From an optimization exercise on the open Yosys and OpenROAD flow, aimed at small area; shortcuts taken in it are not production practice.
The RTL was checked by simulation tests, not by an equivalence proof against the original design.
No activity file was given, so power comes from the tool's default toggle rates.

[design/flow/design.v]
module mcp2515_spi_target (
    input  logic       clk50,
    input  logic       rst,
    input  logic       cs,
    input  logic       sck,
    input  logic       si,
    output logic       so,
    output logic       busy,
    output logic       tx_req,
    input  logic       tx_done,
    input  logic       rx_load,
    output logic       int_n,
    output logic [2:0] opmode
);
    localparam logic [3:0] S_IDLE   = 4'd0;
    localparam logic [3:0] S_CMD    = 4'd1;
    localparam logic [3:0] S_ADDR_W = 4'd2;
    localparam logic [3:0] S_ADDR_R = 4'd3;
    localparam logic [3:0] S_ADDR_B = 4'd4;
    localparam logic [3:0] S_WR     = 4'd5;
    localparam logic [3:0] S_RD     = 4'd6;
    localparam logic [3:0] S_MASK   = 4'd7;
    localparam logic [3:0] S_BDATA  = 4'd8;
    localparam logic [3:0] S_SKIP   = 4'd9;
    localparam logic [3:0] S_SKIP_A = 4'd10;
    localparam int A_CANSTAT  = 7'h0E;
    localparam int A_CANCTRL  = 7'h0F;
    localparam int A_CANINTE  = 7'h2B;
    localparam int A_CANINTF  = 7'h2C;
    localparam int A_TXB0CTRL = 7'h30;
    logic [1:0] cs_sync, sck_sync, si_sync;
    logic       sck_prev;
    logic       cs_s, sck_s, si_s;
    logic       cs_fall, cs_rise, sck_rise, sck_fall;
    always_ff @(posedge clk50) begin
        if (rst) begin
            cs_sync <= 2'b11;
            busy    <= 1'b0;
        end else begin
            cs_sync <= {cs_sync[0], cs};
            busy    <= ~cs_s;
        end
        sck_sync <= {sck_sync[0], sck};
        si_sync  <= {si_sync[0], si};
        sck_prev <= sck_s;
    end
    assign cs_s     = cs_sync[1];
    assign sck_s    = sck_sync[1];
    assign si_s     = si_sync[1];
    assign cs_fall  = ~busy & ~cs_s;
    assign cs_rise  = busy & cs_s;
    assign sck_rise = ~sck_prev & sck_s;
    assign sck_fall = sck_prev & ~sck_s;
    logic [3:0] state;
    logic [2:0] bit_cnt;
    logic [6:0] rx_sr;
    logic [7:0] tx_sr;
    logic [6:0] ptr;
    logic       ph, ph_d;
    logic [7:0] rx_byte;
    logic       byte_done;
    logic [6:0] addr;
    logic [7:0] rd;
    logic       wr_en;
    logic [7:0] wd;
    logic       reset_regs;
    assign rx_byte   = {rx_sr, si_s};
    assign byte_done = sck_rise && (bit_cnt == 3'd7) && (state != S_IDLE);
    assign wr_en     = byte_done && ((state == S_WR) || (state == S_BDATA));
    assign reset_regs = rst || (cs_rise && (state == S_SKIP_A));
    assign addr = (state == S_ADDR_R) ? rx_byte[6:0] : ptr;
    always_ff @(posedge clk50) begin
        if (rst) begin
            state <= S_IDLE;
        end else if (state == S_IDLE) begin
            if (cs_fall) state <= S_CMD;
        end else if (cs_rise) begin
            state <= S_IDLE;
        end else if (byte_done) begin
            case (state)
                S_CMD: begin
                    case (rx_byte)
                        8'hC0:   state <= S_SKIP_A;
                        8'h02:   state <= S_ADDR_W;
                        8'h03:   state <= S_ADDR_R;
                        8'h05:   state <= S_ADDR_B;
                        default: state <= S_SKIP;
                    endcase
                end
                S_ADDR_W: state <= S_WR;
                S_ADDR_R: state <= S_RD;
                S_ADDR_B: state <= S_MASK;
                S_MASK:   state <= S_BDATA;
                S_BDATA:  state <= S_SKIP;
                default:  ;
            endcase
        end
    end
    always_ff @(posedge clk50) begin
        if (state == S_IDLE) begin
            bit_cnt <= 3'd0;
        end else if (sck_rise) begin
            bit_cnt <= bit_cnt + 3'd1;
        end
        if (sck_rise) begin
            rx_sr <= rx_byte[6:0];
        end
        if (byte_done) begin
            case (state)
                S_ADDR_W, S_ADDR_B: ptr <= rx_byte[6:0];
                S_ADDR_R, S_WR, S_RD: ptr <= addr + 7'd1;
                default: ;
            endcase
        end
        if (byte_done && ((state == S_ADDR_R) || (state == S_RD))) begin
            tx_sr <= rd;
        end else if (byte_done && (state == S_MASK)) begin
            tx_sr <= rx_byte;
        end else if (sck_fall && (bit_cnt != 3'd0) && (state == S_RD)) begin
            tx_sr <= {tx_sr[6:0], 1'b1};
        end
        ph <= ph_d;
    end
    assign so = (state == S_RD) ? tx_sr[7] : 1'b1;
    function automatic logic is_plain(input int i, input int b);
        is_plain = !((i == A_CANSTAT) || (i == A_CANCTRL) || (i == A_CANINTE) ||
                 (i == A_CANINTF) || ((i == A_TXB0CTRL) && (b == 3)));
    endfunction
    function automatic int plain_idx(input int b, input int n);
        plain_idx = n;
        if (plain_idx >= A_CANSTAT) plain_idx = plain_idx + 2;
        if (plain_idx >= A_CANINTE) plain_idx = plain_idx + 2;
        if ((b == 3) && (plain_idx >= A_TXB0CTRL)) plain_idx = plain_idx + 1;
    endfunction
    function automatic logic [7:0] plain_mask(input int i);
        for (int b = 0; b < 8; b++) plain_mask[b] = is_plain(i, b);
    endfunction
    logic [7:0]   dec_lo, dec_lo_n;
    logic [15:0]  dec_hi, dec_hi_w_n;
    logic [127:0] hold_n, load;
    logic [7:0]   bus_n;    
    always_comb begin
        for (int j = 0; j < 8; j++) begin
            dec_lo[j]   = (addr[2:0] == j[2:0]) | reset_regs;
            dec_lo_n[j] = ~dec_lo[j];
        end
        for (int k = 0; k < 16; k++) begin
            dec_hi[k]     = (addr[6:3] == k[3:0]) | reset_regs;
            dec_hi_w_n[k] = ~(((addr[6:3] == k[3:0]) & wr_en) | reset_regs);
        end
    end
    for (genvar i = 0; i < 128; i++) begin : g_dec
        mcp_dec_cell u_dec (
            .lo(dec_lo[i % 8]), .lo_n(dec_lo_n[i % 8]),
            .hi(dec_hi[i / 8]), .hi_w_n(dec_hi_w_n[i / 8]),
            .hold_n(hold_n[i]), .load(load[i])
        );
    end
    assign ph_d  = ~(rst | ph);
    assign bus_n = ~(reset_regs ? {8{ph_d}} : (wr_en ? (wd ^ {8{ph_d}}) : 8'h00));
    logic [7:0] mem [0:127];
    for (genvar i = 0; i < 128; i++) begin : g_mem
        if (plain_mask(i) != 8'h00) begin : g_byte
            mcp_byte_cell #(.MASK(plain_mask(i))) u_byte (
                .clk(clk50), .hold_n(hold_n[i]), .load(load[i]), .bus_n(bus_n), .q(mem[i])
            );
        end else begin : g_none
            assign mem[i] = 8'h00;
        end
    end
    logic [7:0] canctrl, caninte, canintf;
    logic       txreq_bit;
    always_ff @(posedge clk50) begin
        if (reset_regs) begin
            canctrl   <= 8'h87;
            caninte   <= 8'h00;
            canintf   <= 8'h00;
            txreq_bit <= 1'b0;
            tx_req    <= 1'b0;
        end else begin
            tx_req <= load[A_TXB0CTRL] && wd[3] && !txreq_bit;
            if (tx_done) begin
                txreq_bit  <= 1'b0;
                canintf[2] <= 1'b1;
            end
            if (rx_load) begin
                canintf[0] <= 1'b1;
            end
            if (load[A_CANCTRL])  canctrl   <= wd;
            if (load[A_CANINTE])  caninte   <= wd;
            if (load[A_CANINTF])  canintf   <= wd;
            if (load[A_TXB0CTRL]) txreq_bit <= wd[3];
        end
    end
    logic [63:0] pair_n [0:7];
    logic [7:0]  rd_plain;
    logic [7:0]  rd_spec;
    logic [7:0]  spec_sel;
    logic [127:0] sel;
    assign sel = ~hold_n;
    for (genvar b = 0; b < 8; b++) begin : g_rd
        localparam int N = (b == 3) ? 123 : 124;
        for (genvar p = 0; p < 64; p++) begin : g_pair
            if (2 * p + 1 < N) begin : g_two
                localparam int IA = plain_idx(b, 2 * p);
                localparam int IB = plain_idx(b, 2 * p + 1);
                mcp_rd_pair u_pair (
                    .xa(hold_n[IA]), .sa(mem[IA][b]), .xb(hold_n[IB]), .sb(mem[IB][b]), .y_n(pair_n[b][p])
                );
            end else if (2 * p < N) begin : g_one
                localparam int IA = plain_idx(b, 2 * p);
                assign pair_n[b][p] = ~(hold_n[IA] | mem[IA][b]);
            end else begin : g_zero
                assign pair_n[b][p] = 1'b0;
            end
        end
        assign rd_plain[b] = ~|pair_n[b];
    end
    always_comb begin
        rd_spec  = ({8{sel[A_CANSTAT]}} & {canctrl[7:5], 5'b0}) |
                   ({8{sel[A_CANCTRL]}} & canctrl) |
                   ({8{sel[A_CANINTE]}} & caninte) |
                   ({8{sel[A_CANINTF]}} & canintf) |
                   ({8{sel[A_TXB0CTRL]}} & {4'b0, txreq_bit, 3'b0});
        spec_sel = {8{sel[A_CANSTAT] | sel[A_CANCTRL] | sel[A_CANINTE] | sel[A_CANINTF]}} |
                   {4'b0, sel[A_TXB0CTRL], 3'b0};
        rd = ((rd_plain ^ {8{ph}}) & ~spec_sel) | rd_spec;
    end
    assign wd = (state == S_BDATA) ? ((rd & ~tx_sr) | (rx_byte & tx_sr)) : rx_byte;
    always_ff @(posedge clk50) begin
        if (rst) begin
            int_n  <= 1'b1;
            opmode <= 3'b100;
        end else begin
            int_n  <= ~|(caninte & canintf);
            opmode <= canctrl[7:5];
        end
    end
endmodule
module mcp_dec_cell (
    input  logic lo,
    input  logic lo_n,
    input  logic hi,
    input  logic hi_w_n,
    output logic hold_n,
    output logic load
);
    assign hold_n = ~(lo & hi);
    assign load   = ~(lo_n | hi_w_n);
endmodule
module mcp_byte_cell #(
    parameter logic [7:0] MASK = 8'hFF
) (
    input  logic       clk,
    input  logic       hold_n,
    input  logic       load,
    input  logic [7:0] bus_n,
    output logic [7:0] q
);
    for (genvar b = 0; b < 8; b++) begin : g_bit
        if (MASK[b]) begin : g_on
            logic d;
            mcp_hold_gate u_gate (.hold_n(hold_n), .bus_n(bus_n[b]), .load(load), .q(q[b]), .d(d));
            always_ff @(posedge clk) q[b] <= d;
        end else begin : g_off
            assign q[b] = 1'b0;
        end
    end
endmodule
module mcp_rd_pair (
    input  logic xa,
    input  logic sa,
    input  logic xb,
    input  logic sb,
    output logic y_n
);
    assign y_n = ~((xa | sa) & (xb | sb));
endmodule
module mcp_hold_gate (
    input  logic hold_n,
    input  logic bus_n,
    input  logic load,
    input  logic q,
    output logic d
);
    assign d = ~((hold_n | bus_n) & (load | q));
endmodule
[design/flow/run.sh]
#!/bin/bash
# synth_recipe.tcl (not shown) runs the flow's synth.tcl, then flattens the netlist and writes it again
# the make line also repeats each setting of config.mk as NAME=value (left out here)
make -C /OpenROAD-flow-scripts/flow DESIGN_CONFIG=/design/flow/config.mk WORK_HOME=/design/flow/orfs CLKGATE_MAP_FILE= SYNTH_SCRIPT=/design/flow/synth_recipe.tcl finish
[design/flow/config.mk]
export PLATFORM = sky130hd
export DESIGN_NAME = mcp2515_spi_target
export DESIGN_NICKNAME = mcp2515_spi_target
export VERILOG_FILES = /design/flow/design.v
export SDC_FILE = /design/flow/constraint.sdc
export NUM_CORES = 4
export LEC_CHECK = 0
export CAP_MARGIN = 10
export CORE_MARGIN = 2
export CORE_UTILIZATION = 60
export SLEW_MARGIN = 10
export SYNTH_HIERARCHICAL = 1
export SYNTH_MINIMUM_KEEP_SIZE = 0
[design/flow/constraint.sdc]
create_clock -name core_clock -period 10.0 [get_ports {clk50}]
set_input_delay 2.0000 -clock core_clock [delete_from_list [all_inputs] [get_ports {clk50}]]
set_output_delay 2.0000 -clock core_clock [all_outputs]
set_load 0.01 [all_outputs]
==> results of run 1 <==
final cells by class:
| type | count | area share (%) |
|---|---|---|
| antenna | 1 | 0.00613 |
| inverter | 23 | 0.211 |
| clock buffer | 134 | 7.17 |
| clock inverter | 49 | 1.43 |
| sequential | 1059 | 52.5 |
| timing repair buffer | 108 | 2.43 |
| tap | 773 | 2.37 |
| multi-input combinational | 2294 | 33.9 |
stage by stage:
stage / instance area, um^2 / instances / utilization (%) / hold slack, ns / setup slack (ns)
2_1_floorplan: 35400 / 3409 / - / 0.310 / -0.247
3_3_place_gp: 37300 / 4257 / 63.6 / 0.313 / 1.87
3_5_place_dp: 37300 / 4257 / 63.6 / 0.318 / 1.73
4_1_cts: 40800 / 4440 / 69.6 / 0.333 / 2.38
5_1_grt: 40800 / 4440 / 69.6 / 0.348 / 1.93
6_report: 40800 / 4441 / 69.6 / 0.330 / 1.97
sequential cells by signal, indices dropped and copies added, names as in the netlist, 3 cells and up:
name / count
g_mem.g_byte.u_byte.q: 991
canctrl: 8
caninte: 8
canintf: 8
tx_sr: 8
ptr: 7
rx_sr: 7
state: 4
bit_cnt: 3
opmode: 3
worst max path at each step:
stage,startpoint,to,depth (start not counted)
after floorplan,rst,g_mem[0].g_byte.u_byte.q[1],15
after global placement,rst,g_mem[87].g_byte.u_byte.q[1],16
after detailed placement,rst,g_mem[25].g_byte.u_byte.q[3],16
after CTS,rst,g_mem[119].g_byte.u_byte.q[3],16
after global routing,state[1],g_mem[119].g_byte.u_byte.q[3],17
final,rst,g_mem[119].g_byte.u_byte.q[3],15
worst max-delay path, delay by kind of cell:
| family | cells | cell delay, ns |
|---|---|---|
| compound gates | 3 | 0.60 |
| buf+inv | 3 | 1.11 |
| mux | 2 | 0.76 |
| simple gates | 7 | 3.86 |
routing by layer:
| layer | GRT usage (%) | up-vias | share of wire, % |
|---|---|---|---|
| met2 | 56.7 | 1939 | 43 |
| met1 | 52.9 | 15600 | 41 |
| met3 | 8.62 | 366 | 10 |
| met4 | 18.7 | 2 | 5.2 |
| met5 | 0 | - | 0.011 |
| li1 | - | 14400 | - |
where the power goes:
group / switching (uW) / internal (uW)
clock: 1650 / 2370
sequential: 416 / 5000
combinational: 756 / 523
==> results list, run 1 <==
- On the final layout, the worst clock skew is 0.0152 ns.
- In this run the number of H-tree levels came out at 3.
- DRC violation count after routing: 0
* Pwr/cell area: 262 nW/um^2
- Measured against its own limit, the worst slew margin works out to 10.2%.
- CTS Hold Bufs: 0
* I/O pin count: 14
* Die ar.: 60,900 um^2
- At the pin with the least slew margin, the transition time is 1.35 ns.
- At the worst endpoint, the arrival time is 8.53 ns.
* Vias in the first global route: 30,200
- Upper clock frequency limit: 124 MHz
* Post-route antenna net violation count: 0
- In this run the clock root is driven by a sky130_fd_sc_hd__clkbuf_16.
* Launching point of the worst reg2reg path: state[1]
* Kind of critical path: in2reg
- Clock-pin slew was measured on the worst setup and hold paths at 0.06 ns.
- Most frequent standard cell in the layout excluding fill and tap cells: sky130_fd_sc_hd__o22ai_1
- FILL cells: 4,405
* TritonCTS Buffers: 102
- Total number of yosys warnings: 14
- Summed over all cells, the static leakage comes to 0.0149 uW.
- The multi-input combinational cells in the finished layout cover a total of 13,800 um^2.
- RSZ-0062 raised after global routing: false
- Critical path's most frequent cell: sky130_fd_sc_hd__nand2_1
- Synth-to-Final Area Change: 15.4%
- Post-CTS Setup Inserts: 0
- For flop-to-flop paths, the worst setup slack is 2.13 ns.
- Max Cap Violations: 0
- The die is 247 um wide.
- In the final routed layout, each cell accounts on average for 27.0 um.
- FF+latch area: 21,400 um^2
- The signal on the critical path passes through clkdlybuf4s50_1 -> buf_4 -> nor2_2 -> nand2_1 -> nand2_1 -> o22ai_1 -> nor4_1 -> nand4_1 -> nor3_1 -> nand2_1 -> mux2i_1 -> mux2_1 -> a41oi_4 -> buf_12 -> o22ai_1.
- Number of sinks handled by clock tree synthesis: 1,059
- Setup violations remaining at the end of the flow were counted as 0.
- The cell area that synthesis handed to floorplanning was 35,400 um^2.
- Initial Util: 60.3%
- Global routing usage summed across all routing layers: 38.3%
- Number of DRC markers after the initial detailed-route iteration: 3,946
- Count of mapped cells out of synthesis: 3,409
* Average cell area after synthesis: 10.4 um^2
- Kind of start point of the critical path: primary input
- After floorplanning, the core was sized to cover 58,700 um^2.
* Final nets: 3,604
- Max-slew violation count: 0
- After global routing the overflow that remains totals 0.
- Antenna violations before repair: 2
* Final TNS setup: 0 ns
- Classification of the worst-slack hold path: reg2reg
* Design Power: 10,700 uW
- Source of the worst hold timing path: sck_sync[0]
- Counting instances, the worst hold path has a depth of 0.
- Data required, critical path: 10.49 ns
* Deepest clock path buffer count: 3
* Overall die height: 247 um
- The top cell types in the final layout, fill and taps aside, are sky130_fd_sc_hd__o22ai_1, sky130_fd_sc_hd__dfxtp_1, sky130_fd_sc_hd__nand2_1, sky130_fd_sc_hd__nor2_1, sky130_fd_sc_hd__nor4_1.
- The clock reaches the later pin of the worst-skew pair after 0.66 ns.
- Final Critical Period: 8.03 ns
- Net count of the mapped netlist: 3,425
* Kind of end point of the critical path: flip-flop
- Largest vdd supply drop: 0.255 mV
- The first global-routing pass estimated 181,000 um of wire.
- The worst register-to-register path ends at g_mem[119].g_byte.u_byte.q[3].
* Largest net degree at the start of global routing: 125
- The first detailed-routing pass took 8 iterations.
- Period Utilization, post-route: 80.3%
* Result of the run: complete, no violations
- Layout cell share with drive strength beyond 1: 8.07%
- TritonCTS built the clock tree.
- For this design, the slowest cell found on the critical path is sky130_fd_sc_hd__nor4_1.
- In this run the core area contains 89 standard-cell rows.
- Dividing the detail-routed via count by the number of cells gives 7.29.
- Final weighted congestion in routability-driven placement: 0.910
- Detailed placement finished with a half-perimeter wire length of 77,100 um.
- Of all nets on the critical path, the largest fanout is 123.
- Endpoints failing hold: 0
- For this run, the slowest stage of the critical path takes 1.01 ns.
* Routed Wire Length: 120,000 um
- Reg2Reg Depth: 17
* Port Buffer Count: 13
- In this run, post-CTS repair resized a total of 0 instances.
- Across all layers, the routed design uses 32,400 vias.
- Worst hold endpoint: sck_sync[1]
==> run 2: changes to the inputs <==
--- a/design/flow/config.mk
+++ b/design/flow/config.mk
@@ -7,6 +7,6 @@
 export LEC_CHECK = 0
-export CAP_MARGIN = 10
+export CAP_MARGIN = 40
 export CORE_MARGIN = 2
-export CORE_UTILIZATION = 60
-export SLEW_MARGIN = 10
+export CORE_UTILIZATION = 35
+export SLEW_MARGIN = 40
 export SYNTH_HIERARCHICAL = 1
==> results list, run 2 <==
- Pwr/cell area: 259 nW/um^2 (was 262 nW/um^2)
* Biggest fanout along the worst timing path: 52 (was 123)
- The maximum number of pins on one net before global-route repair came to 125 (unchanged).
* Clock root buffer master: sky130_fd_sc_hd__clkbuf_16 (unchanged)
* Data required, critical path: 10.53 ns (was 10.49 ns)
- Endpoints failing hold: 0 (unchanged)
* Worst clock skew on the final layout: 0.0260 ns (was 0.0152 ns)
- Number of buffer and inverter instances along the worst setup path: 4 (was 3)
- Critical Path, Cell by Cell: clkdlybuf4s50_1 -> nor2_4 -> clkbuf_16 -> nand2_1 -> buf_4 -> nand2_1 -> o22ai_1 -> nor4_1 -> nand2_1 -> nor4_1 -> nand3_1 -> xor2_1 -> o31a_1 -> o2bb2ai_4 -> buf_4 -> o22ai_1 (was clkdlybuf4s50_1 -> buf_4 -> nor2_2 -> nand2_1 -> nand2_1 -> o22ai_1 -> nor4_1 -> nand4_1 -> nor3_1 -> nand2_1 -> mux2i_1 -> mux2_1 -> a41oi_4 -> buf_12 -> o22ai_1).
- The final cycle utilization of the critical path came to 80.5% (was 80.3%).
* Result of the run: complete, no violations (unchanged)
* Final TNS setup: 0 ns (unchanged)
* Overall die height: 322 um (was 247 um)
- Clock transition at path regs: 0.06 ns (about the same)
- Number of endpoints failing setup at the final stage: 0 (unchanged)
- Max-slew violation count: 0 (unchanged)
- Final nets: 3,576 (was 3,604)
* DP HPWL: 75,600 um (was 77,100 um)
- The share of the core filled with cells was 41.5% (was 69.6%).
- DRC violation count after routing: 0 (unchanged)
- Most frequent standard cell in the layout excluding fill and tap cells: sky130_fd_sc_hd__o22ai_1 (unchanged)
* Kind of critical path: in2reg (unchanged)
- The total iterations of the first detailed-routing run was 6 (was 8).
* Transition time at the pin with the least slew margin: 0.986 ns (was 1.35 ns)
* Source of the worst hold timing path: sck_sync[0] (unchanged)
- The die width was 322 um (was 247 um).
* Kind of end point of the critical path: flip-flop (unchanged)
- Max Cap Violations: 0 (unchanged)
* H-tree level count: 3 (unchanged)
- TritonCTS Buffers: 104 (was 102)
- The via density per instance is 6.29 (was 7.29).
* Final weighted congestion in routability-driven placement: 0.864 (was 0.910)
* Commonest cells after routing, fill and taps aside: sky130_fd_sc_hd__o22ai_1, sky130_fd_sc_hd__dfxtp_1, sky130_fd_sc_hd__nand2_1, sky130_fd_sc_hd__nor2_1, sky130_fd_sc_hd__clkbuf_16 (was sky130_fd_sc_hd__o22ai_1, sky130_fd_sc_hd__dfxtp_1, sky130_fd_sc_hd__nand2_1, sky130_fd_sc_hd__nor2_1, sky130_fd_sc_hd__nor4_1)
- Final Critical Period: 8.05 ns (was 8.03 ns)
- The number of warnings printed during yosys synthesis is 14 (unchanged).
- Design Power: 10,700 uW (about the same)
- CTS Hold Bufs: 0 (unchanged)
* Count of antenna diodes in the layout: 0 (was 1)
- The cell leakage power was 0.0148 uW (was 0.0149 uW).
- Deepest clock path buffer count: 3 (unchanged)
* Capture instance of the worst register-to-register path: g_mem[66].g_byte.u_byte.q[0] (was g_mem[119].g_byte.u_byte.q[3])
* Worst max-slew margin expressed relative to the limit: 33.7% (was 10.2%)
- Post-CTS Setup Inserts: 0 (unchanged)
* Gate family responsible for the most delay along the worst path: simple AND/OR/NAND/NOR gates (unchanged)
- The total of buffers placed on input and output ports is 13 (unchanged).
- The depth of the worst register-to-register path came to 18 (was 17).
* Library cell contributing the largest single delay on the critical path: sky130_fd_sc_hd__nor4_1 (unchanged)
- Critical path's most frequent cell: sky130_fd_sc_hd__nand2_1 (unchanged)
- TritonCTS clock tree: done (unchanged)
* Slack of the worst reg-to-reg path: 2.19 ns (was 2.13 ns)
* Number of instances on the worst hold path: 0 (unchanged)
- The overflow left after global routing was 0 (unchanged).
- The count of clock tree sinks is 1,059 (unchanged).
- The placeable core region is 100,000 um^2 (was 58,700 um^2).
- Routed Wire Length: 120,000 um (about the same)
* Clock network latency to the later pin of the worst-skew pair: 0.69 ns (was 0.66 ns)
- Synth-to-Final Area Change: 17.3% (was 15.4%)
- Net count of the mapped netlist: 3,425 (unchanged)
- Worst Path Arrival: 8.57 ns (was 8.53 ns)
- The top-level port count came to 14 (unchanged).
- Count of cells resized by post-cts repair: 0 (unchanged)
* Classification of the worst-slack hold path: reg2reg (unchanged)
- Number of DRC markers after the initial detailed-route iteration: 3,017 (was 3,946)
- Routed vias: 31,100 (was 32,400)
* Vias in the first global route: 28,700 (was 30,200)
* Count of mapped cells out of synthesis: 3,409 (unchanged)
- Site Rows: 116 (was 89)
- Kind of start point of the critical path: primary input (unchanged)
- Worst hold endpoint: sck_sync[1] (unchanged)
* Post-route antenna net violation count: 0 (unchanged)
* Average cell area after synthesis: 10.4 um^2 (unchanged)
* Post-synth design cell area: 35,400 um^2 (unchanged)
* WHS: 0.327 ns (was 0.330 ns)
- RSZ-0062 raised after global routing: false (unchanged)
* Largest vdd supply drop: 0.152 mV (was 0.255 mV)
- Layout cell share with drive strength beyond 1: 8.12% (was 8.07%)
- The longest individual stage delay on the worst path was 0.77 ns (was 1.01 ns).
- The register bank with the most flops is g_mem.g_byte.u_byte.q (unchanged).
- The routed wirelength normalized by instance count came to 24.2 um (was 27.0 um).
- The launch instance of the worst register-to-register path was state[1] (unchanged).
- The die area is 104,000 um^2 (was 60,900 um^2).
* Global routing usage summed across all routing layers: 22.3% (was 38.3%)
- The initial core utilization is 35.3% (was 60.3%).
- Antenna violations before repair: 3 (was 2)
* Max reg flops: 991 (unchanged)
- Upper clock frequency limit: 124 MHz (about the same)
- Wire length of the first global-routing pass: 181,000 um (about the same)
run 2: changes by cell type in the layout (fill, tap and decap cells not counted), sizes merged:
cell / delta
bufinv: -1
inv: +1
clkinv: -9
diode: -1
clkbuf: +16
buf: -31
clkinvlp: +4
run 2: worst max path at each step:
stage                                    to  slack, ns  cells past startpoint  start
2_1_floorplan   g_mem[0].g_byte.u_byte.q[1]      -0.25                     15    rst
4_1_cts        g_mem[80].g_byte.u_byte.q[0]       1.63                     15    rst
6_report       g_mem[66].g_byte.u_byte.q[0]       1.95                     16    rst
5_1_grt        g_mem[24].g_byte.u_byte.q[3]       1.88                     17    rst
3_3_place_gp   g_mem[84].g_byte.u_byte.q[0]       0.94                     15    rst
3_5_place_dp   g_mem[60].g_byte.u_byte.q[0]       0.91                     15    rst
run 2: where the power goes:
part | internal (uW) | switching (uW) | leakage [uW] | total [uW]
logic | 523 | 747 | 0.00415 | 1270
clock network | 2390 | 1700 | 0.00176 | 4080
registers | 5000 | 390 | 0.00894 | 5390
run 2: layout make-up:
class                           count  area [um^2]
Tap cell                         1298         1620
Timing Repair Buffer               78          803
Sequential cell                  1059        21400
Inverter                           23         86.3
Clock buffer                      149         3010
Multi-Input combinational cell   2294        14000
Clock inverter                     44          566
Fill cell                        9670        58600
run 2: worst reg2reg max path, cell delays in order (launching register included):
cell and delay (ns):
sky130_fd_sc_hd__dfxtp_1 0.68, sky130_fd_sc_hd__and4bb_1 0.57, sky130_fd_sc_hd__mux2i_1 0.48, sky130_fd_sc_hd__inv_1 0.13
sky130_fd_sc_hd__ha_1 0.27, sky130_fd_sc_hd__ha_1 0.20, sky130_fd_sc_hd__or3_2 0.76, sky130_fd_sc_hd__buf_4 0.33
sky130_fd_sc_hd__nand2_1 0.41, sky130_fd_sc_hd__o22ai_1 0.16, sky130_fd_sc_hd__nor4_1 0.67, sky130_fd_sc_hd__nand2_1 0.38
sky130_fd_sc_hd__nor4_1 0.77, sky130_fd_sc_hd__nand3_1 0.30, sky130_fd_sc_hd__xor2_1 0.29, sky130_fd_sc_hd__o31a_1 0.26
sky130_fd_sc_hd__o2bb2ai_4 0.15, sky130_fd_sc_hd__buf_4 0.60, sky130_fd_sc_hd__o22ai_1 0.26
run 2: metal layers:
layer  up-vias  GRT usage, %  share of wire (%)
met1     15200          31.6                 45
met4         4          7.39                3.3
met2      1270          33.9                 44
met5         -             0              0.020
li1      14400             -                  -
met3       239          4.46                8.0
run 2: metrics by stage:
step	cell area [um^2]	worst slack (ns)	cells
after floorplan	35400	-0.247	3409
after global placement	37700	0.943	4748
after detailed placement	37900	0.910	4751
after CTS	41400	1.63	4944
after global routing	41500	1.88	4945
final	41500	1.95	4945
==> run 3: changes to the inputs <==
--- a/design/flow/design.v
+++ b/design/flow/design.v
@@ -66,2 +66,3 @@
     logic       reset_regs;
+    logic       wr2, rst2;     
     assign rx_byte   = {rx_sr, si_s};
@@ -110,5 +111,7 @@
                 S_ADDR_W, S_ADDR_B: ptr <= rx_byte[6:0];
-                S_ADDR_R, S_WR, S_RD: ptr <= addr + 7'd1;
+                S_ADDR_R, S_RD: ptr <= addr + 7'd1;
                 default: ;
             endcase
+        end else if (wr2) begin
+            ptr <= ptr + 7'd1;
         end
@@ -116,4 +119,4 @@
             tx_sr <= rd;
-        end else if (byte_done && (state == S_MASK)) begin
-            tx_sr <= rx_byte;
+        end else if (byte_done) begin
+            tx_sr <= wd;
         end else if (sck_fall && (bit_cnt != 3'd0) && (state == S_RD)) begin
@@ -121,3 +124,5 @@
         end
-        ph <= ph_d;
+        ph   <= ph_d;
+        wr2  <= wr_en;
+        rst2 <= reset_regs;
     end
@@ -137,14 +142,14 @@
     endfunction
-    logic [7:0]   dec_lo, dec_lo_n;
-    logic [15:0]  dec_hi, dec_hi_w_n;
-    logic [127:0] hold_n, load;
-    logic [7:0]   bus_n;    
+    logic [7:0]   dec_lo;
+    logic [15:0]  dec_hi;
+    logic [127:0] hold_n;
+    logic [7:0]   col_n;    
+    logic         all_on;
+    assign all_on = reset_regs | rst2;
     always_comb begin
         for (int j = 0; j < 8; j++) begin
-            dec_lo[j]   = (addr[2:0] == j[2:0]) | reset_regs;
-            dec_lo_n[j] = ~dec_lo[j];
+            dec_lo[j]   = (addr[2:0] == j[2:0]) | all_on;
         end
         for (int k = 0; k < 16; k++) begin
-            dec_hi[k]     = (addr[6:3] == k[3:0]) | reset_regs;
-            dec_hi_w_n[k] = ~(((addr[6:3] == k[3:0]) & wr_en) | reset_regs);
+            dec_hi[k]     = (addr[6:3] == k[3:0]) | all_on;
         end
@@ -153,5 +158,3 @@
         mcp_dec_cell u_dec (
-            .lo(dec_lo[i % 8]), .lo_n(dec_lo_n[i % 8]),
-            .hi(dec_hi[i / 8]), .hi_w_n(dec_hi_w_n[i / 8]),
-            .hold_n(hold_n[i]), .load(load[i])
+            .lo(dec_lo[i % 8]), .hi(dec_hi[i / 8]), .hold_n(hold_n[i])
         );
@@ -159,3 +162,5 @@
     assign ph_d  = ~(rst | ph);
-    assign bus_n = ~(reset_regs ? {8{ph_d}} : (wr_en ? (wd ^ {8{ph_d}}) : 8'h00));
+    assign col_n = (reset_regs | wr_en) ? 8'h00 :
+                   rst2 ? {8{~ph_d}} :
+                   wr2  ? ~(tx_sr ^ {8{ph_d}}) : 8'hFF;
     logic [7:0] mem [0:127];
@@ -164,3 +169,3 @@
             mcp_byte_cell #(.MASK(plain_mask(i))) u_byte (
-                .clk(clk50), .hold_n(hold_n[i]), .load(load[i]), .bus_n(bus_n), .q(mem[i])
+                .clk(clk50), .wen_n(hold_n[i]), .col_n(col_n), .q(mem[i])
             );
@@ -180,3 +185,3 @@
         end else begin
-            tx_req <= load[A_TXB0CTRL] && wd[3] && !txreq_bit;
+            tx_req <= wr_en && !hold_n[A_TXB0CTRL] && wd[3] && !txreq_bit;
             if (tx_done) begin
@@ -188,6 +193,6 @@
             end
-            if (load[A_CANCTRL])  canctrl   <= wd;
-            if (load[A_CANINTE])  caninte   <= wd;
-            if (load[A_CANINTF])  canintf   <= wd;
-            if (load[A_TXB0CTRL]) txreq_bit <= wd[3];
+            if (wr_en && !hold_n[A_CANCTRL])  canctrl   <= wd;
+            if (wr_en && !hold_n[A_CANINTE])  caninte   <= wd;
+            if (wr_en && !hold_n[A_CANINTF])  canintf   <= wd;
+            if (wr_en && !hold_n[A_TXB0CTRL]) txreq_bit <= wd[3];
         end
@@ -241,10 +246,6 @@
     input  logic lo,
-    input  logic lo_n,
     input  logic hi,
-    input  logic hi_w_n,
-    output logic hold_n,
-    output logic load
+    output logic hold_n
 );
     assign hold_n = ~(lo & hi);
-    assign load   = ~(lo_n | hi_w_n);
 endmodule
@@ -254,5 +255,4 @@
     input  logic       clk,
-    input  logic       hold_n,
-    input  logic       load,
-    input  logic [7:0] bus_n,
+    input  logic       wen_n,
+    input  logic [7:0] col_n,
     output logic [7:0] q
@@ -262,3 +262,3 @@
             logic d;
-            mcp_hold_gate u_gate (.hold_n(hold_n), .bus_n(bus_n[b]), .load(load), .q(q[b]), .d(d));
+            mcp_bit_gate u_gate (.wen_n(wen_n), .col_n(col_n[b]), .q(q[b]), .d(d));
             always_ff @(posedge clk) q[b] <= d;
@@ -278,6 +278,5 @@
 endmodule
-module mcp_hold_gate (
-    input  logic hold_n,
-    input  logic bus_n,
-    input  logic load,
+module mcp_bit_gate (
+    input  logic wen_n,
+    input  logic col_n,
     input  logic q,
@@ -285,3 +284,3 @@
 );
-    assign d = ~((hold_n | bus_n) & (load | q));
-endmodule
+    assign d = ~((wen_n | col_n) & q);
+endmodule
--- a/design/flow/config.mk
+++ b/design/flow/config.mk
@@ -10,2 +10,4 @@
 export CORE_UTILIZATION = 35
+export CTS_CLUSTER_DIAMETER = 80
+export CTS_CLUSTER_SIZE = 25
 export SLEW_MARGIN = 40
==> results list, run 3 <==
- Number of endpoints failing setup at the final stage: 0 (unchanged)
- Pwr/cell area: 230 nW/um^2 (was 259 nW/um^2)
- H-tree level count: 2 (was 3)
- Result of the run: complete, no violations (unchanged)
- Clock transition at path regs: 0.10 ns (was 0.06 ns)
* Worst max-slew margin expressed relative to the limit: 39.8% (was 33.7%)
- The mean area per synthesized cell came to 10.3 um^2 (was 10.4 um^2).
- The fraction of final layout cells with drive strength greater than 1 was 4.63% (was 8.12%).
* Count of antenna diodes in the layout: 0 (unchanged)
* Die ar.: 98,300 um^2 (was 104,000 um^2)
- Commonest cells after routing, fill and taps aside: sky130_fd_sc_hd__dfxtp_1, sky130_fd_sc_hd__o21ai_1, sky130_fd_sc_hd__o22ai_1, sky130_fd_sc_hd__nand2_1, sky130_fd_sc_hd__nor4_1 (was sky130_fd_sc_hd__o22ai_1, sky130_fd_sc_hd__dfxtp_1, sky130_fd_sc_hd__nand2_1, sky130_fd_sc_hd__nor2_1, sky130_fd_sc_hd__clkbuf_16)
- Vias in the first global route: 23,500 (was 28,700)
* WHS: 0.339 ns (was 0.327 ns)
- Total congestion overflow: 0 (unchanged)
* Worst Path Arrival: 7.54 ns (was 8.57 ns)
- Total number of yosys warnings: 14 (unchanged)
* Post-CTS Setup Inserts: 0 (unchanged)
* Initial Util: 35.3% (about the same)
- The net count reported at finish came to 3,373 (was 3,576).
- The half-perimeter wire length after detailed placement was 63,800 um (was 75,600 um).
- The kind of critical path is in2reg (unchanged).
- Number of DRC markers after the initial detailed-route iteration: 2,235 (was 3,017)
- Met3 wire length: 6950 um (was 9530 um)
* I/O pin count: 14 (unchanged)
* Overall die height: 314 um (was 322 um)
- The clock tree from TritonCTS is done (unchanged).
* TritonCTS Buffers: 50 (was 104)
- The maximum fanout count along the critical path is 23 (was 52).
* Routed vias: 26,300 (was 31,100)
- The endpoint kind of the worst setup timing path is a flip-flop (unchanged).
- The total of buffers placed on input and output ports was 13 (unchanged).
* Antenna violations before repair: 2 (was 3)
* Post-synth design cell area: 33,500 um^2 (was 35,400 um^2)
* Max-slew violation count: 0 (unchanged)
* Synth-to-Final Area Change: 10.7% (was 17.3%)
- Worst clock skew on the final layout: 0.0395 ns (was 0.0260 ns)
- The topmost layer with routed signal wires was met4 (was met5).
- Kind of start point of the critical path: primary input (unchanged)
* Data required, critical path: 10.50 ns (was 10.53 ns)
- Critical path's most frequent cell: sky130_fd_sc_hd__buf_4 (was sky130_fd_sc_hd__nand2_1)
- Wire length of the first global-routing pass: 146,000 um (was 181,000 um)
- Final Critical Period: 7.04 ns (was 8.05 ns)
* Count of cells resized by post-cts repair: 0 (unchanged)
- Largest net degree at the start of global routing: 101 (was 125)
- The total placed cells including tap cells came to 4,567 (was 4,751).
- The site row count was 113 (was 116).
* Clock root buffer master: sky130_fd_sc_hd__clkbuf_16 (unchanged)
* Max Cap Violations: 0 (unchanged)
- The weighted congestion at the end of routability-driven global placement came to 0.847 (was 0.864).
- Classification of the worst-slack hold path: reg2reg (unchanged)
- First drt pass iteration count: 6 (unchanged)
- Routed Wire Length: 95,500 um (was 120,000 um)
- The net count after synthesis came to 3,279 (was 3,425).
* Routed wire length per instance: 20.6 um (was 24.2 um)
* RSZ-0062 raised after global routing: false (unchanged)
* Area of the core: 95,000 um^2 (was 100,000 um^2)
- Max reg flops: 991 (unchanged)
- The clock latency reported for the late side of the worst-skew pair came to 0.65 ns (was 0.69 ns).
- The clock tree buffer depth is 3 (unchanged).
- The die width was 314 um (was 322 um).
- The worst-case vdd ir drop is 0.125 mV (was 0.152 mV).
- DRC violation count after routing: 0 (unchanged)
* Endpoints failing hold: 0 (unchanged)
* Post-route antenna net violation count: 0 (unchanged)
* Library cell contributing the largest single delay on the critical path: sky130_fd_sc_hd__nor4_1 (unchanged)
* Upper clock frequency limit: 142 MHz (was 124 MHz)
* P_leak: 0.0133 uW (was 0.0148 uW)
- The met2 wire length came to 41,000 um (was 52,200 um).
- The overall routing resource usage is 18.9% (was 22.3%).
- The count of clock tree sinks was 1,061 (was 1,059).
- The slew at the pin with the worst max-slew slack was 0.895 ns (was 0.986 ns).
* Count of mapped cells out of synthesis: 3,262 (was 3,409)
* CTS Hold Bufs: 0 (unchanged)
- The final cycle utilization of the critical path came to 70.4% (was 80.5%).
* Most frequent standard cell in the layout excluding fill and tap cells: sky130_fd_sc_hd__dfxtp_1 (was sky130_fd_sc_hd__o22ai_1)
- The routed length on met1 came to 44,900 um (was 53,800 um).
- Vias per cell: 5.67 (was 6.29)
- Critical Path, Cell by Cell: clkdlybuf4s50_1 -> buf_4 -> a31oi_1 -> buf_4 -> inv_1 -> nor2_1 -> buf_4 -> o21ai_1 -> nand2_1 -> o22ai_1 -> nor4_1 -> nand4_1 -> nor4_1 -> xor2_1 -> nand2_1 -> a21oi_1 (was clkdlybuf4s50_1 -> nor2_4 -> clkbuf_16 -> nand2_1 -> buf_4 -> nand2_1 -> o22ai_1 -> nor4_1 -> nand2_1 -> nor4_1 -> nand3_1 -> xor2_1 -> o31a_1 -> o2bb2ai_4 -> buf_4 -> o22ai_1)
* Crit-path max cell delay: 0.84 ns (was 0.77 ns)
- The register bank with the most flops was g_mem.g_byte.u_byte.q (unchanged).
- The number of non-filler instances in the completed layout came to 4,632 (was 4,945).
* Final TNS setup: 0 ns (unchanged)
run 3: cell count changes in the layout (fill, tap and decap cells not counted), sizes merged, moves of 13 or more:
cell / delta
a211oi: +13
buf: -14
clkbuf: -95
clkinv: -21
nand2: -13
nand4: +22
nor2: -113
nor4: +13
o21ai: +996
o22ai: -991
or4: -16
run 3: cell type report:
type	instances	area, um^2
clock buffer	54	1300
sequential	1061	21500
timing repair buffer	64	552
multi-input combinational	2164	12100
fill	9439	57900
tap	1265	1580
inverter	15	56.3
clock inverter	9	83.8
run 3: where the power goes:
| part | switching [uW] | total [uW] | internal (uW) |
|---|---|---|---|
| Clock | 1340 | 2280 | 944 |
| Combinational | 704 | 1110 | 403 |
| Sequential | 288 | 5140 | 4850 |
| Total | 2330 | 8520 | 6200 |
run 3: final timing paths:
kind / slack [ns] / to / startpoint / depth (start not counted)
setup reg to reg: 3.69 / tx_sr[3] / state[1] / 14
setup / recovery: 2.96 / tx_sr[1] / rst / 16
hold / removal: 0.34 / si_sync[1] / si_sync[0] / 0
hold reg to reg: 0.34 / si_sync[1] / si_sync[0] / 0
run 3: per-stage QoR:
stage | util, % | power (uW) | setup WS [ns] | area [um^2]
after detailed placement | 37.6 | 6320 | 2.36 | 35700
final | 39.1 | 8520 | 2.96 | 37100
after global routing | 39.1 | 8900 | 2.75 | 37100
after global placement | 37.5 | 6280 | 2.10 | 35600
after CTS | 39.0 | 8550 | 3.02 | 37100
after floorplan | - | 5910 | 2.45 | 33500
run 3: worst max-delay path: cells and delay by family:
family                 cells  cell delay [ns]
buffers and inverters      5             1.41
AND/OR/NAND/NOR            6             2.99
XOR/XNOR                   1             0.20
AO/OA/AOI/OAI              4             0.91
run 3: routing by layer:
metal	GRT usage [%]	vias to the layer above
met1	27.8	12600
li1	-	12800
met5	0	-
met3	3.51	136
met2	28.2	726
met4	5.24	0
==> run 4: changes to the inputs <==
--- a/design/flow/config.mk
+++ b/design/flow/config.mk
@@ -9,5 +9,5 @@
 export CORE_MARGIN = 2
-export CORE_UTILIZATION = 35
-export CTS_CLUSTER_DIAMETER = 80
-export CTS_CLUSTER_SIZE = 25
+export CORE_UTILIZATION = 55
+export CTS_CLUSTER_DIAMETER = 100
+export CTS_CLUSTER_SIZE = 28
 export SLEW_MARGIN = 40
==> results list, run 4 <==
- The clock tree buffer depth is 3 (unchanged).
* Initial Util: 55.6% (was 35.3%)
* Biggest register: g_mem.g_byte.u_byte.q (unchanged)
- The count of buffers added by post-CTS timing repair for setup is 0 (unchanged).
* Synth-to-Final Area Change: 8.06% (was 10.7%)
* RSZ-0062 raised after global routing: false (unchanged)
- The number of warnings printed during yosys synthesis came to 14 (unchanged).
- The maximum fanout count along the critical path is 23 (unchanged).
- Slack of the worst reg-to-reg path: 3.84 ns (was 3.69 ns)
* Worst clock skew on the final layout: 0.0232 ns (was 0.0395 ns)
- The number of cells on the worst hold path came to 0 (unchanged).
* Multi-input combinational cell area: 12,100 um^2 (about the same)
- Capture instance of the worst register-to-register path: tx_sr[6] (was tx_sr[3])
- The overall routing resource usage came to 29.9% (was 18.9%).
- Clock root buffer master: sky130_fd_sc_hd__clkbuf_16 (unchanged)
- CTS Hold Bufs: 0 (unchanged)
- The placeable core region came to 60,400 um^2 (was 95,000 um^2).
- The total detailed-routing wirelength is 95,900 um (was 95,500 um).
- The number of global-route vias before repair came to 24,700 (was 23,500).
* Number of DRC markers after the initial detailed-route iteration: 2,220 (was 2,235)
- The worst hold path endpoint is sck_sync[1] (was si_sync[1]).
* Layout cell share with drive strength beyond 1: 4.18% (was 4.63%)
- Average cell area after synthesis: 10.3 um^2 (unchanged)
- The remaining max-slew budget at the tightest pin is 36.4% (was 39.8%).
* Final Critical Period: 7.38 ns (was 7.04 ns)
- The global-route wire length before repair was 148,000 um (was 146,000 um).
- The number of antenna violations at the first check in global routing came to 0 (was 2).
* Final non-filler cell area: 36,200 um^2 (was 37,100 um^2)
- The slew at the pin with the worst max-slew slack is 0.945 ns (was 0.895 ns).
- Horizontal die dimension: 251 um (was 314 um)
- The endpoint kind of the worst setup timing path was a flip-flop (unchanged).
* Final nets: 3,361 (was 3,373)
* Final Core Density: 60.0% (was 39.1%)
- FF+latch area: 21,500 um^2 (unchanged)
- Largest vdd supply drop: 0.158 mV (was 0.125 mV)
- Final weighted congestion in routability-driven placement: 0.921 (was 0.847)
- The post-synthesis cell area is 33,500 um^2 (unchanged).
- TritonCTS Buffers: 43 (was 50)
- Net count of the mapped netlist: 3,279 (unchanged)
* Die ar.: 63,000 um^2 (was 98,300 um^2)
- Classification of the worst-slack hold path: reg2reg (unchanged)
- Max-slew violation count: 0 (unchanged)
- Period Utilization, post-route: 73.8% (was 70.4%)
- The number of instances resized during post-cts repair was 0 (unchanged).
- Result of the run: complete, no violations (unchanged).
- The depth of the worst register-to-register path came to 15 (was 14).
- The clock-pin slew reported for the worst setup and hold paths after clock tree synthesis came to 0.11 ns (was 0.10 ns).
- The number of filler instances in the final layout was 5,086 (was 9,439).
- Post-route antenna net violation count: 0 (unchanged)
- The final-report setup violation count came to 0 (unchanged).
- The via density per instance was 6.52 (was 5.67).
- The clock latency reported for the late side of the worst-skew pair was 0.62 ns (was 0.65 ns).
- Routed vias: 26,900 (was 26,300)
- Routed wire length per instance: 23.2 um (was 20.6 um)
- P_leak: 0.0132 uW (was 0.0133 uW)
* Most frequent standard cell in the layout excluding fill and tap cells: sky130_fd_sc_hd__dfxtp_1 (unchanged)
* Max Cap Violations: 0 (unchanged)
- First drt pass iteration count: 7 (was 6)
* Kind of start point of the critical path: primary input (unchanged)
* Endpoints failing hold: 0 (unchanged)
- DRC violation count after routing: 0 (unchanged)
- The top-level port count came to 14 (unchanged).
- The launch instance of the worst register-to-register path is state[2] (was state[1]).
* Count of antenna diodes in the layout: 0 (unchanged)
* DP HPWL: 64,900 um (was 63,800 um)
- H-tree level count: 2 (unchanged)
- Final TNS setup: 0 ns (unchanged)
- The site row count came to 90 (was 113).
- The maximum number of pins on one net before global-route repair came to 101 (unchanged).
- TritonCTS clock tree: done (unchanged)
- Design Power: 8310 uW (was 8520 uW)
- Port Buffer Count: 13 (unchanged)
* Total congestion overflow: 0 (unchanged)
* Data required, critical path: 10.37 ns (was 10.50 ns)
- Worst Path Arrival: 7.75 ns (was 7.54 ns)
- Commonest cells after routing, fill and taps aside: sky130_fd_sc_hd__dfxtp_1, sky130_fd_sc_hd__o21ai_1, sky130_fd_sc_hd__o22ai_1, sky130_fd_sc_hd__nand2_1, sky130_fd_sc_hd__nor4_1 (unchanged).
- The total power density per cell area came to 229 nW/um^2 (was 230 nW/um^2).
- The flip-flop count of the largest register after layout came to 991 (unchanged).
* Count of mapped cells out of synthesis: 3,262 (unchanged)
- The maximum frequency from static timing analysis came to 136 MHz (was 142 MHz).
* Source of the worst hold timing path: sck_sync[0] (was si_sync[0])
* Number of sinks handled by clock tree synthesis: 1,061 (unchanged)
- The placement-stage cell area is 35,100 um^2 (was 35,700 um^2).
- Overall die height: 251 um (was 314 um)
- Kind of critical path: in2reg (unchanged)
==> run 4: critical path, stage by stage <==
cell                              delay [ns]
sky130_fd_sc_hd__clkdlybuf4s50_1        0.70
sky130_fd_sc_hd__a31oi_1                0.27
sky130_fd_sc_hd__buf_4                  0.22
sky130_fd_sc_hd__inv_1                  0.33
sky130_fd_sc_hd__nor2_1                 0.20
sky130_fd_sc_hd__buf_4                  0.27
sky130_fd_sc_hd__nand2_1                0.37
sky130_fd_sc_hd__buf_4                  0.34
sky130_fd_sc_hd__nand2_1                0.51
sky130_fd_sc_hd__o22ai_1                0.17
sky130_fd_sc_hd__nor4_1                 0.76
sky130_fd_sc_hd__nand4_1                0.44
sky130_fd_sc_hd__nor4_1                 0.65
sky130_fd_sc_hd__mux2i_1                0.25
sky130_fd_sc_hd__and3_1                 0.15
sky130_fd_sc_hd__o21ai_0                0.08
==> run 4: final cells by class <==
class | instances | share of cell area [%]
clock buffer | 48 | 3.05
clock inverter | 1 | 0.0242
inverter | 15 | 0.155
multi-input combinational | 2164 | 33.4
sequential | 1061 | 59.2
tap | 782 | 2.70
timing repair buffer | 59 | 1.49
==> run 4: worst max path at each step <==
stage,from,to,slack (ns),cells past startpoint
2_1_floorplan,rst,g_mem[0].g_byte.u_byte.q[0],2.45,4
3_5_place_dp,rst,tx_sr[6],2.03,16
6_report,rst,tx_sr[6],2.62,16
3_3_place_gp,rst,tx_sr[3],1.98,15
5_1_grt,rst,tx_sr[3],2.31,16
4_1_cts,rst,tx_sr[6],2.71,16
==> run 4: power by group <==
group          switching, uW  leakage [uW]  total, uW  internal, uW
Clock                   1260      0.000549       2050           795
Combinational            704       0.00370       1110           404
Sequential               297       0.00894       5150          4850
==> run 4: per-layer routing <==
metal / wire [um] / part of all wire, % / track usage (%) / vias to the layer above
li1: - / - / - / 12800
met1: 44500 / 46 / 43.1 / 13200
met2: 43600 / 45 / 47.9 / 809
met3: 5440 / 5.7 / 3.84 / 134
met4: 2370 / 2.5 / 7.53 / 0
met5: 0 / 0 / 0 / -
==> run 4: through the flow <==
step | hold slack [ns] | std cells | setup slack, ns
floorplan | 0.310 | 3262 | 2.45
global placement | 0.317 | 4077 | 1.98
detailed placement | 0.314 | 4080 | 2.03
CTS | 0.349 | 4129 | 2.71
global route | 0.364 | 4130 | 2.31
finish | 0.351 | 4130 | 2.62

afterwards: timing with drivers on the ports:
Ports are ideal in the flow. The routed layouts listed here were re-timed in OpenROAD. Step 1, drivers: a clkbuf_16 drives clk50 and a buf_2 each remaining input, both assumed. Step 2 also shifts input and output timing later by t, the mid clock arrival at the registers, as if the neighbouring blocks saw the same clock. Three values: ideal, step 1, step 2; two values: the first two.
run | shift t [ns] | slack for setup (ns) | latest minus earliest clock arrival (ns) | worst slew at a driven data input, ns | cell pins on the clock port's net
run 1 | 0.718 | 1.965 / 2.006 / 1.288 | 0.016 / 0.016 | 0.03 | 1
run 2 | 0.744 | 1.954 / 1.999 / 1.255 | 0.026 / 0.026 | 0.03 | 1
run 3 | 0.694 | 2.957 / 3.000 / 2.306 | 0.041 / 0.041 | 0.03 | 1
run 4 | 0.673 | 2.623 / 2.663 / 1.991 | 0.026 / 0.025 | 0.03 | 1
After both steps every run listed still meets setup and hold. The setup slack of run 2, which loses most, moves by +0.045 ns with the drivers and by -0.699 ns with both steps.
